Background: an optimization exercise with open tools, aiming at small area. Do not read the settings as production practice.
Only simulation tests tie the RTL to the original design; equivalence was not proved.
Power figures rest on the tool's default switching activity, not on a simulated workload.

## design.v

```verilog
package rv5_pkg;
	localparam logic [6:0] op_lui   = 7'b0110111;
	localparam logic [6:0] op_imm   = 7'b0010011;
	localparam logic [6:0] op_reg   = 7'b0110011;
	localparam logic [6:0] op_load  = 7'b0000011;
	localparam logic [6:0] op_store = 7'b0100011;
	typedef struct packed {
		logic [24:0] p;       
		logic        k_reg;   
		logic        k_u;     
		logic        sub;     
		logic        wr;
		logic        mem;
	} dec_t;
	localparam int dec_w = 30;
endpackage
`timescale 1ns/100ps
module pipe_reg #(
	parameter int width = 1,
	parameter int ctl_w = 1
) (
	input  logic             clk,
	input  logic             rst,
	input  logic [width-1:0] d,
	output logic [width-1:0] q
);
	always_ff @(posedge clk or posedge rst) begin
		if (rst) begin
			q[ctl_w-1:0] <= '0;
		end else begin
			q[ctl_w-1:0] <= d[ctl_w-1:0];
		end
	end
	always_ff @(posedge clk) begin
		q[width-1:ctl_w] <= d[width-1:ctl_w];
	end
endmodule
`timescale 1ns/100ps
module if_stage (
	input  logic            clk,
	input  logic            rst,
	input  logic [31:0]     IM_inst,
	output logic [31:0]     IF_pc,
	output rv5_pkg::dec_t   dec
);
	logic [29:0] pc;
	always_ff @(posedge clk or posedge rst) begin
		if (rst) begin
			pc <= '0;
		end else begin
			pc <= pc + 30'd1;
		end
	end
	assign IF_pc = {pc, 2'b00};
	logic [6:0] opcode;
	logic [2:0] funct3;
	logic [6:0] funct7;
	logic       is_lui, is_addi, is_reg, is_ld, is_st;
	assign opcode = IM_inst[6:0];
	assign funct3 = IM_inst[14:12];
	assign funct7 = IM_inst[31:25];
	assign is_lui  = opcode == rv5_pkg::op_lui;
	assign is_addi = opcode == rv5_pkg::op_imm && funct3 == 3'b000;
	assign is_reg  = opcode == rv5_pkg::op_reg &&
	                 ((funct7 == 7'b0000000 && funct3 != 3'b011) ||
	                  (funct7 == 7'b0100000 && funct3 == 3'b000));
	assign is_ld   = opcode == rv5_pkg::op_load  && funct3 == 3'b010;
	assign is_st   = opcode == rv5_pkg::op_store && funct3 == 3'b010;
	assign dec.p     = IM_inst[31:7];
	assign dec.k_reg = is_reg;
	assign dec.k_u   = is_lui;
	assign dec.sub   = funct7[5];
	assign dec.wr    = is_lui | is_addi | is_reg | is_ld;
	assign dec.mem   = is_ld | is_st;
endmodule
`timescale 1ns/100ps
module id_stage (
	input  rv5_pkg::dec_t dec,
	input  logic [31:0]   rs1_data,
	input  logic [31:0]   rs2_data,
	output logic [4:0]    rs1,
	output logic [4:0]    rs2,
	output logic          rs1_zero,
	output logic [31:0]   opb
);
	logic [31:0] imm;
	logic        is_st;
	assign rs1      = dec.p[19-7:15-7];
	assign rs2      = dec.p[24-7:20-7];
	assign rs1_zero = dec.k_u;
	assign is_st    = dec.mem & ~dec.wr;
	always_comb begin
		if (dec.k_u) begin
			imm = {dec.p[31-7:12-7], 12'h000};
		end else if (is_st) begin
			imm = {{20{dec.p[31-7]}}, dec.p[31-7:25-7], dec.p[11-7:7-7]};
		end else begin
			imm = {{20{dec.p[31-7]}}, dec.p[31-7:20-7]};
		end
		opb = dec.k_reg ? rs2_data : imm;
	end
endmodule
`timescale 1ns/100ps
module ex_stage (
	input  logic [31:0] a,
	input  logic [31:0] b,
	input  logic        k_reg,
	input  logic [2:0]  f3,
	input  logic        sub,
	output logic [31:0] res
);
  localparam int ROT = 1;
  logic do_sub;
  logic [31:0] bx, p, g, sum;
  logic [31:0] G [0:5];
  logic [31:0] P [0:5];
  logic lt;
  assign do_sub = k_reg & ((f3 == 3'b000 & sub) | f3 == 3'b010);
  assign bx = b ^ {32{do_sub}};
  assign p = a ^ bx;
  assign g = a & bx;
  always_comb begin
    G[0] = g; P[0] = p;
    G[0][0] = g[0] | (p[0] & do_sub);
    for (int l = 0; l < 5; l++) begin
      for (int i = 0; i < 32; i++) begin
        if ((i >> l) & 1) begin
          int j; j = ((i >> l) << l) - 1;
          G[l+1][i] = G[l][i] | (P[l][i] & G[l][j]);
          P[l+1][i] = P[l][i] & P[l][j];
        end else begin
          G[l+1][i] = G[l][i]; P[l+1][i] = P[l][i];
        end
      end
    end
  end
  assign sum = p ^ {G[5][30:0], do_sub};
  assign lt = (a[31] ^ b[31]) ? a[31] : sum[31];
  logic left;
  logic [31:0] sh_in, sh, shl, rot, t, mask;
  logic [4:0] s, r;
  assign left = ~f3[2];
  assign s = b[4:0];
  always_comb begin
    if (ROT) begin
      r = left ? (5'd0 - s) : s;
      rot = a;
      for (int l = 0; l < 5; l++) if (r[l]) rot = (rot >> (1 << l)) | (rot << (32 - (1 << l)));
      for (int j = 0; j < 32; j++) t[j] = (s <= 5'(j));
      sh = rot; shl = rot;
      for (int i = 0; i < 32; i++) begin sh[i] = rot[i] & t[31-i]; shl[i] = rot[i] & t[i]; end
    end else begin
      for (int i = 0; i < 32; i++) sh_in[i] = left ? a[31-i] : a[i];
      sh = sh_in >> s;
      for (int i = 0; i < 32; i++) shl[i] = sh[31-i];
    end
  end
  logic s_sum, s_sll, s_slt, s_xor, s_srl, s_or, s_and;
  assign s_sum = ~k_reg | f3 == 3'b000;
  assign s_sll = k_reg & f3 == 3'b001;
  assign s_slt = k_reg & f3 == 3'b010;
  assign s_xor = k_reg & f3 == 3'b100;
  assign s_srl = k_reg & f3 == 3'b101;
  assign s_or  = k_reg & f3 == 3'b110;
  assign s_and = k_reg & f3 == 3'b111;
  always_comb begin
    res = ({32{s_sum}} & sum) | ({32{s_sll}} & shl) | ({32{s_xor}} & p) | ({32{s_srl}} & sh)
        | ({32{s_or}} & (p | g)) | ({32{s_and}} & g);
    res[0] = res[0] | (s_slt & lt);
  end
endmodule
`timescale 1ns/100ps
module mem_stage (
	input  logic [31:0] res,
	input  logic [31:0] sdata,
	input  logic        wr,
	input  logic        mem,
	input  logic [31:0] DM_mem_dout,
	output logic [31:0] MEM_mem_addr,
	output logic [1:0]  MEM_mem_cmd,
	output logic [31:0] MEM_mem_din,
	output logic [31:0] wb_data
);
	assign MEM_mem_addr = res;
	assign MEM_mem_din  = sdata;
	assign MEM_mem_cmd  = {mem & ~wr, mem & wr};
	assign wb_data      = mem ? DM_mem_dout : res;
endmodule
`timescale 1ns/100ps
module register_file (
	input  logic        clk,
	input  logic        rst,
	input  logic        we,
	input  logic [4:0]  rd,
	input  logic [31:0] wdata,
	input  logic [4:0]  rs1,
	input  logic        rs1_zero,
	input  logic [4:0]  rs2,
	output logic [31:0] rs1_data,
	output logic [31:0] rs2_data
);
	logic [32*32-1:32] regs;
	logic [31:1] valid;
	always_ff @(posedge clk or posedge rst) begin
		if (rst) begin
			valid <= '0;
		end else begin
			for (int i = 1; i < 32; i++) begin
				if (we && rd == 5'(i)) valid[i] <= 1'b1;
			end
		end
	end
	always_ff @(posedge clk) begin
		for (int i = 1; i < 32; i++) begin
			if (we && rd == 5'(i)) regs[32*i +: 32] <= wdata;
		end
	end
	logic [31:1] sel1, sel2;
	always_comb begin
		for (int i = 1; i < 32; i++) begin
			sel1[i] = valid[i] & ~rs1_zero & (rs1 == 5'(i));
			sel2[i] = valid[i] & (rs2 == 5'(i));
		end
	end
	rd_port rd1_i (.sel(sel1), .regs(regs), .data(rs1_data));
	rd_port rd2_i (.sel(sel2), .regs(regs), .data(rs2_data));
endmodule
module rd_port (
	input  logic [31:1] sel,
	input  logic [32*32-1:32] regs,
	output logic [31:0] data
);
	always_comb begin
		data = '0;
		for (int i = 1; i < 32; i++) begin
			data = data | (regs[32*i +: 32] & {32{sel[i]}});
		end
	end
endmodule
`timescale 1ns/100ps
module processor #(
	parameter logic [31:0] boot_addr = 32'h0
) (
	input  logic              clk,
	input  logic              rst,
	input  logic [31:0]       IM_inst,
	output logic [31:0]       IF_pc,
	input  logic [31:0]       DM_mem_dout,
	output logic [31:0]       MEM_mem_addr,
	output logic [1:0]        MEM_mem_cmd,
	output logic [31:0]       MEM_mem_din
);
	rv5_pkg::dec_t dec, dec1, dec2;
	logic [4:0]  rs1, rs2;
	logic        rs1_zero;
	logic [31:0] rs1_data, rs2_data;
	logic [31:0] opb;
	logic [31:0] alu_res;
	logic [31:0] em_res, em_sdata;
	logic [4:0]  em_rd;
	logic        em_wr, em_mem;
	logic [31:0] wb_data, mw_data;
	logic [4:0]  mw_rd;
	logic        mw_we;
	if_stage if_stage_i (
		.clk     (clk),
		.rst     (rst),
		.IM_inst (IM_inst),
		.IF_pc   (IF_pc),
		.dec     (dec)
	);
	pipe_reg #(.width(rv5_pkg::dec_w), .ctl_w(2)) dec1_i (
		.clk (clk), .rst (rst), .d (dec), .q (dec1)
	);
	pipe_reg #(.width(rv5_pkg::dec_w), .ctl_w(2)) dec2_i (
		.clk (clk), .rst (rst), .d (dec1), .q (dec2)
	);
	id_stage id_stage_i (
		.dec      (dec2),
		.rs1_data (rs1_data),
		.rs2_data (rs2_data),
		.rs1      (rs1),
		.rs2      (rs2),
		.rs1_zero (rs1_zero),
		.opb      (opb)
	);
	ex_stage ex_stage_i (
		.a     (rs1_data),
		.b     (opb),
		.k_reg (dec2.k_reg),
		.f3    (dec2.p[14-7:12-7]),
		.sub   (dec2.sub),
		.res   (alu_res)
	);
	pipe_reg #(.width(71), .ctl_w(2)) em_i (
		.clk (clk), .rst (rst),
		.d   ({alu_res, rs2_data, dec2.p[11-7:7-7], dec2.wr, dec2.mem}),
		.q   ({em_res, em_sdata, em_rd, em_wr, em_mem})
	);
	mem_stage mem_stage_i (
		.res          (em_res),
		.sdata        (em_sdata),
		.wr           (em_wr),
		.mem          (em_mem),
		.DM_mem_dout  (DM_mem_dout),
		.MEM_mem_addr (MEM_mem_addr),
		.MEM_mem_cmd  (MEM_mem_cmd),
		.MEM_mem_din  (MEM_mem_din),
		.wb_data      (wb_data)
	);
	pipe_reg #(.width(38), .ctl_w(1)) mw_i (
		.clk (clk), .rst (rst),
		.d   ({wb_data, em_rd, em_wr}),
		.q   ({mw_data, mw_rd, mw_we})
	);
	register_file register_file_i (
		.clk      (clk),
		.rst      (rst),
		.we       (mw_we),
		.rd       (mw_rd),
		.wdata    (mw_data),
		.rs1      (rs1),
		.rs1_zero (rs1_zero),
		.rs2      (rs2),
		.rs1_data (rs1_data),
		.rs2_data (rs2_data)
	);
endmodule
```

## run.sh

```bash
#!/bin/bash
# synth_recipe.tcl (not shown) runs the flow's synth.tcl, then flattens the netlist and writes it again
# the make line also repeats each setting of config.mk as NAME=value (left out here)
make -C /OpenROAD-flow-scripts/flow DESIGN_CONFIG=/design/flow/config.mk WORK_HOME=/design/flow/orfs CLKGATE_MAP_FILE= SYNTH_SCRIPT=/design/flow/synth_recipe.tcl finish
```

## config.mk

```make
export PLATFORM = sky130hd
export DESIGN_NAME = processor
export DESIGN_NICKNAME = processor
export VERILOG_FILES = /design/flow/design.v
export SDC_FILE = /design/flow/constraint.sdc
export NUM_CORES = 4
export LEC_CHECK = 0
export CAP_MARGIN = 20
export CORE_MARGIN = 2
export CORE_UTILIZATION = 25
export PLACE_DENSITY = 0.35
export SLEW_MARGIN = 20
export SYNTH_HIERARCHICAL = 1
```

## constraint.sdc

```tcl
create_clock -name core_clock -period 6.5 [get_ports {clk}]
set_input_delay 1.3000 -clock core_clock [delete_from_list [all_inputs] [get_ports {clk}]]
set_output_delay 1.3000 -clock core_clock [all_outputs]
set_load 0.01 [all_outputs]
```

==> results.txt, run 1 <==
CORE AREA=0.218 mm2; pin count of the biggest net entering global routing=62; multiplexer share of the synthesized area=3.94%; vias in the first global route=38200; worst slew pin tran=1.19 ns; synth unique cells=93; r2r startpoint=dec2_i.q[20]$_DFF_P_; WP depth=19; Top Ports=164; Critical Path RT=7.16 ns; status=timing/DRC/antenna clean; VDD IR max=207 uV; Psw=0.00402 W; Max Transition Viols Final=0; r2r worst-path depth=19; post-synthesis xor/xnor area fraction=1.25%; Power Density=270 mW/mm2; slew margin rel.=20.9%; most area-hungry cell type in the Yosys netlist=edfxtp_1; Setup Buffers After CTS=0; CTS tree=done; Post-synth EDFFs=992; family with the most delay on the worst path=multiplexers; Die Ht=472 um; Setup CP Type=flip-flop to flip-flop; main combinational cell family by area after synthesis=compound AO/OA/AOI/OAI gates; crit-path max FO=32; Worst R2R Setup Slack=0.25 ns; crit path capture type=flip-flop; via count=39900; drt first pass iters=10; syn_area_per_cell=13.7 um2; Root Driver=clkbuf_16; met2 global-route usage=35.6%; maximum root-to-sink buffer count=3; Vias/cell=5.63; final setup fails=0; Sw Ratio=23.0%; DR DRC count=0; Clock Skew=0.0317 ns; area delta synth->final=18.0%; GR Layer Usage met1=30.8%; Die Span X=472 um; starting density of the core=25.2%; Slowest Stage Delay on Critical Path=0.64 ns; placed cells=6817; setup TNS=0 ns; Mapped Area=0.0548 mm2; GR Util met3=3.85%; GRT Total Usage=22.3%; clock sink total=1222; Worst Slack Setup Final=0.255 ns; Placed Area=0.0599 mm2; hold path startpoint=em_i.q[3]$_DFF_P_; synthesized-area fraction occupied by and/or/nand/nor cells=7.28%; Pleak=21.9 nW; Max H-tree Level=4; fraction of layout cells with a size suffix above 1=15.1%; Post-synth ARST share=5.56%; initial antenna violation count=35; minimum clock period after layout=6.25 ns; register area share after synthesis=63.3%; Post-Synthesis Cells=3990; max-cap violation count=0; clk slew on worst S/H paths=0.07 ns; Cell Chain, Critical Path=nor3b_1, and3_2, buf_4, a221oi_2, nand3_1, or4_1, nand2_1, o21ai_2, inv_2, ha_1, mux2i_4, buf_12, mux2i_1, mux2i_1, mux2i_1, mux2i_1, mux2i_1, o221ai_1, a221o_1; post-cts sizing count=0; first-pass GRT wire length=343000 um; hold_buf cts=0; top cells by count, synth=992 x edfxtp_1, 776 x a22oi_1, 198 x clkbuf_1; buffer and inverter count on the worst path=3; grt total ovfl=0; Avg WL per Cell=36.2 um; num rows=171; combinational share of power=3.3%; Final ANT Viol Nets=0; pre-CTS setup slack=0.373 ns; type of the worst min-delay path=flip-flop to flip-flop; hold path endpoint=mw_i.q[2]$_DFF_P_; Post-Layout Inst Area=0.0647 mm2; share of the synthesized area in the top cell type=54.3%; #FFs+latches synth=1222; overall power=0.0175 W; Clock power frac=47.5%; GPL Wtd Cong=0.870; Internal Power=0.0135 W; Worst Path Arrival=6.90 ns; Worst setup SP type=flip-flop; Final Hold Fails=0; Worst Hold Depth=0; Post-Route WL=257000 um; Ys Warns=16; Worst-Skew Late Latency=0.82 ns; Final #Nets=4253; busiest grt layer=met2; Final Non-Filler Cells=7094; die area=0.223 mm2; HPWL Detailed=173000 um; ys flop type=edfxtp_1; unrepaired setup endpoints after global routing=no; largest cells by area after synthesis=edfxtp_1 54%, a22oi_1 11%, dfxtp_1 5.9%; period utilization=96.1%; complex-gate fraction of the synthesized area=18.1%; FF-to-FF End=em_i.q[50]$_DFF_P_; most common cell in the netlist=edfxtp_1; adder-cell share of the synthesized area=1.78%; Starting DRT DRC Count=5486; sequential power share=49.2%; Num CTS Buffers=147; Peak Freq=160 MHz; IO Port Bufs=161; Top cell by count, worst path=mux2i_1; slowest CP cell=and3_2
==> cells by family after synthesis <==
group	Yosys count
mux	198
flops	1222
simple gates	705
other cells	1
buf+inv	456
compound gates	1258
fa+ha+maj	75
xor+xnor	75
==> area by class of cell <==
| type | instances | area [um2] |
|---|---|---|
| Fill cell | 21700 | 153000 |
| Sequential cell | 1222 | 34700 |
| Multi-Input combinational cell | 2313 | 18100 |
| Clock buffer | 192 | 4060 |
| Tap cell | 2854 | 3570 |
| Timing Repair Buffer | 343 | 3140 |
| Clock inverter | 79 | 747 |
| Inverter | 85 | 319 |
| Antenna cell | 6 | 15.0 |
==> modules after synthesis (local to each module, per instance), excerpt <==
module | cells inside | flops+latches | copies in the design | area, um2
mem_stage | 102 | 0 | 1 | 1020
if_stage | 166 | 30 | 1 | 1670
id_stage | 110 | 0 | 1 | 609
register_file | 1205 | 1023 | 1 | 31700
rd_port | 733 | 0 | 2 | 5330
ex_stage | 768 | 0 | 1 | 5740
==> cell usage in the layout (no fill, tap or decap), types with 26 or more instances in the layout <==
cell type	synthesis	final
edfxtp_1	992	992
a22oi_1	776	776
buf_4	117	169
clkdlybuf4s50_1	0	161
mux2i_1	153	153
dfxtp_1	162	151
nand3_1	149	149
clkbuf_16	0	149
nand4_1	142	142
nand2_1	85	85
inv_1	83	83
a21oi_1	81	81
ha_1	70	70
a22o_1	68	68
dfrtp_1	68	67
a221oi_2	66	66
a222oi_1	64	64
or4_1	64	64
o21ai_0	64	59
and3_2	0	58
nor2_1	89	57
xor2_1	47	47
nor2_4	1	32
clkinv_1	1	31
o21bai_1	29	29
mux2_4	29	29
xnor2_1	26	26
clkbuf_1	198	26
==> through the flow <==
step	utilization, %	hold slack (ns)
finish	29.7	0.303
global route	29.7	0.325
CTS	29.7	0.321
detailed placement	27.5	0.312
global placement	27.5	0.312
floorplan	-	0.310
==> power groups by stage <==
| stage | logic (W) | registers (W) | clock network, W |
|---|---|---|---|
| 2_1_floorplan | 0.000307 | 0.00874 | 0 |
| 3_3_place_gp | 0.000578 | 0.00878 | 0 |
| 3_5_place_dp | 0.000573 | 0.00878 | 0 |
| 4_1_cts | 0.000574 | 0.00861 | 0.00851 |
| 5_1_grt | 0.000610 | 0.00862 | 0.00878 |
| 6_report | 0.000573 | 0.00861 | 0.00831 |
==> worst reg2reg max path, cell delays in order, from the launching register on <==
cell      delay (ns)
dfxtp_1         0.52
nor3b_1         0.47
and3_2          0.64
buf_4           0.55
a221oi_2        0.13
nand3_1         0.34
or4_1           0.24
nand2_1         0.08
o21ai_2         0.13
inv_2           0.07
ha_1            0.32
mux2i_4         0.18
buf_12          0.27
mux2i_1         0.63
mux2i_1         0.30
mux2i_1         0.26
mux2i_1         0.12
mux2i_1         0.32
o221ai_1        0.16
a221o_1         0.36
==> state kept, by name (all words and copies together) (netlist names) <==
signal	cells
dec2_i.q	30
register_file_i.valid	31
em_i.q	71
mw_i.q	38
register_file_i.regs	992
if_stage_i.pc	30
dec1_i.q	30
==> metal layers <==
metal / vias to the layer above / routed length, um
li1: 16500 / -
met2: 2043 / 118000
met4: 4 / 8000
met3: 386 / 17800
met1: 21000 / 113000
met5: - / 34
==> worst max-delay path by stage <==
stage                               from                  to
floorplan           dec2_i.q[19]$_DFF_P_  em_i.q[47]$_DFF_P_
global placement    dec2_i.q[20]$_DFF_P_  em_i.q[50]$_DFF_P_
detailed placement  dec2_i.q[20]$_DFF_P_  em_i.q[50]$_DFF_P_
CTS                 dec2_i.q[20]$_DFF_P_  em_i.q[50]$_DFF_P_
global route        dec2_i.q[20]$_DFF_P_  em_i.q[55]$_DFF_P_
finish              dec2_i.q[20]$_DFF_P_  em_i.q[50]$_DFF_P_
==> inputs of run 2 (changes only) <==
==> config.mk (replaced) <==
export PLATFORM = sky130hd
export DESIGN_NAME = processor
export DESIGN_NICKNAME = processor
export VERILOG_FILES = /design/flow/design.v
export SDC_FILE = /design/flow/constraint.sdc
export NUM_CORES = 4
export LEC_CHECK = 0
export CAP_MARGIN = 5
export CORE_MARGIN = 2
export CORE_UTILIZATION = 55
export CTS_BUF_LIST = sky130_fd_sc_hd__clkbuf_4 sky130_fd_sc_hd__clkbuf_8
export PLACE_DENSITY = 0.65
export SLEW_MARGIN = 5
export SYNTH_HIERARCHICAL = 1
==> run 2 against run 1 <==
  * Die area decreased by 54%
  * Global-route usage increased by 17 points
  * Final area decreased by 4.1%
  * Maximum frequency increased by 0.94%
  * Largest cell class unchanged
  * Critical endpoint is now em_i.q[39]$_DFF_P_
  * Cell count decreased by 21%
  * Via count increased by 3.3%
  * Still clean
==> results.txt, run 2 <==
type of the worst min-delay path=flip-flop to flip-flop; Die Ht=320 um; area delta synth->final=13.1%; Critical Path RT=7.31 ns; Post-synth EDFFs=992; drt first pass iters=10; VDD IR max=202 uV; fraction of layout cells with a size suffix above 1=15.9%; Avg WL per Cell=36.6 um; register area share after synthesis=63.3%; ys flop type=edfxtp_1; Reg with most FFs=register_file_i.regs; Setup CP Type=flip-flop to flip-flop; synth unique cells=93; Max H-tree Level=4; adder-cell share of the synthesized area=1.78%; slew margin rel.=8.15%; Util after Layout=62.9%; Ys Warns=16; crit path capture type=flip-flop; Starting DRT DRC Count=7757; most common cell after layout, fill and taps aside=edfxtp_1; most common cell in the netlist=edfxtp_1; max-cap violation count=0; #FFs+latches synth=1222; CTS tree=done; clk slew on worst S/H paths=0.06 ns; via count=41200; Max Transition Viols Final=0; share of the synthesized area in the top cell type=54.3%; Root Driver=clkbuf_8; main combinational cell family by area after synthesis=compound AO/OA/AOI/OAI gates; top cells by count, synth=992 x edfxtp_1, 776 x a22oi_1, 198 x clkbuf_1; clock sink total=1222; Worst Path Arrival=6.99 ns; synthesized-area fraction occupied by and/or/nand/nor cells=7.28%; Final ANT Viol Nets=0; Pleak=21.7 nW; HPWL Detailed=134000 um; post-synthesis xor/xnor area fraction=1.25%; setup TNS=0 ns; Vias/cell=7.36; GRT Total Usage=39.4%; Worst R2R Setup Slack=0.31 ns; Peak Freq=162 MHz; Mapped Area=0.0548 mm2; grt total ovfl=0; Die Span X=320 um; most area-hungry cell type in the Yosys netlist=edfxtp_1; Power Density=259 mW/mm2; syn_area_per_cell=13.7 um2; vias in the first global route=38100; largest cells by area after synthesis=edfxtp_1 54%, a22oi_1 11%, dfxtp_1 5.9%; Post-Synthesis Cells=3990; unrepaired setup endpoints after global routing=no; maximum root-to-sink buffer count=3; multiplexer share of the synthesized area=3.94%; first-pass GRT wire length=286000 um; num rows=115; worst slew pin tran=1.36 ns; IO Port Bufs=161; minimum clock period after layout=6.19 ns; period utilization=95.2%; Final #Nets=4282; DR DRC count=0; most frequent cells in the layout=992 x edfxtp_1, 776 x a22oi_1, 215 x clkbuf_8, 161 x clkdlybuf4s50_1, 158 x dfxtp_1; Top Ports=164; Clock Skew=0.0681 ns; Worst setup SP type=flip-flop; complex-gate fraction of the synthesized area=18.1%; Final Hold Fails=0; Post-synth ARST share=5.56%; biggest regs=register_file_i.regs: 992 flops, em_i.q: 71 flops, mw_i.q: 38 flops; initial antenna violation count=17; Worst-Skew Late Latency=0.92 ns; CORE AREA=0.0986 mm2; GPL Wtd Cong=1.01; Post-Route WL=205000 um; crit-path max FO=19; pin count of the biggest net entering global routing=43; Num CTS Buffers=194; die area=0.102 mm2; status=timing/DRC/antenna clean; final setup fails=0; max reg flops=992; starting density of the core=55.6%
## run 2: cell counts after synthesis
No cell type changed its count.
## run 2: final timing paths
check,from,end,cells past startpoint
setup reg to reg,dec2_i.q[20]$_DFF_P_,em_i.q[39]$_DFF_P_,20
setup / recovery,dec2_i.q[20]$_DFF_P_,em_i.q[39]$_DFF_P_,20
hold / removal,dec1_i.q[2]$_DFF_P_,dec2_i.q[2]$_DFF_P_,0
min in group asynchronous,rst,mw_i.q[0]$_DFF_PP0_,2
hold reg to reg,dec1_i.q[2]$_DFF_P_,dec2_i.q[2]$_DFF_P_,0
max in group asynchronous,rst,register_file_i.valid[19]$_DFFE_PP0P_,3
## run 2: metal layers
| metal | share of wire (%) | global-route usage, % | routed length [um] |
|---|---|---|---|
| met5 | 0.043 | 0 | 89 |
| met2 | 42 | 56.6 | 86800 |
| met1 | 37 | 53.6 | 75000 |
| met4 | 7.5 | 25.5 | 15500 |
| met3 | 14 | 9.89 | 27700 |
## run 2: area by class of cell
cell class                 instances  area (um2)
fill                            7397       36500
sequential                      1222       34700
multi-input combinational       2313       18000
clock buffer                     306        3640
timing repair buffer             325        3210
tap                             1287        1610
clock inverter                    57         453
inverter                          85         319
antenna                            6        15.0
## run 2: Yosys stat by module (local to each module, per instance), excerpt
module,area (um2),cells,copies in the design
register_file,31700,1205,1
if_stage,1670,166,1
mem_stage,1020,102,1
id_stage,609,110,1
rd_port,5330,733,2
ex_stage,5740,768,1
## run 2: through the flow
stage,setup slack (ns),hold WS (ns),power [W],cell area [um2],instances
after floorplan,1.01,0.310,0.00905,54800,3991
after global placement,0.506,0.310,0.00930,57900,5232
after detailed placement,0.559,0.312,0.00930,57900,5232
after CTS,0.534,0.317,0.0161,62000,5595
after global routing,0.130,0.323,0.0165,62000,5598
final,0.313,0.323,0.0161,62000,5601
## run 2: what timing repair did
item                       4_1_cts  5_1_grt
hold buffers                     0        0
setup endpoints to repair        0        2
buffers inserted                 0        0
gates resized for setup          0        1
## run 2: critical path, stage by stage (launching register included)
cell and delay [ns]:
dfxtp_1 0.40, and3_1 0.26, and3_1 0.59, buf_4 0.41
a22o_1 0.23, a221oi_2 0.19, nand3_1 0.34, or4_1 0.76
nand2_1 0.16, o21ai_0 0.11, xor2_1 0.23, inv_1 0.07
ha_1 0.37, and4_1 0.25, nand2_1 0.07, a2bb2oi_1 0.31
a211o_1 0.25, a21oi_2 0.09, a2111oi_4 0.49, mux2_4 0.35
o21ai_1 0.13
## run 2: power breakdown
part           leakage [nW]  switching [W]  total [W]  internal [W]
clock                  2.20        0.00313    0.00690       0.00377
sequential             11.2       0.000106    0.00862       0.00852
combinational          8.34       0.000330   0.000532      0.000203
total                  21.7        0.00356     0.0161        0.0125
## run 2: cell families (layout without fill, tap and decap cells)
family                     Yosys count  count (layout)
buffers and inverters              456             773
muxes                              198             198
xor gates and xnor gates            75              75
other                                1               8
and+or+nand+nor                    705             705
DFF                               1222            1222
adders and majority gates           75              75
AOI/OAI and AO/OA                 1258            1258

[static timing again, ports no longer ideal]
How much do the figures lean on ideal ports? The routed layouts below were timed once more, with nothing changed but the port constraints. Step 1 assumes that a clkbuf_16 drives the clock port and a buf_2 every other input. Step 2, shift: input delay + t, output delay - t, t = (earliest + latest rising clock arrival at the registers) / 2. This alone moves slack from input paths to output paths. Slacks: ideal ports / drivers / drivers and shift; pairs: ideal ports / drivers.
run	shift t [ns]	setup slack, ns	worst hold slack (ns)	worst slew at a driven data input, ns	pins driven straight from the clock port
run 1	0.895	0.255 / 0.255 / 0.255	0.303 / 0.303 / 0.303	0.07	1
run 2	0.955	0.313 / 0.313 / 0.313	0.323 / 0.323 / 0.323	0.06	1
After both steps setup and hold are still met in every run listed.
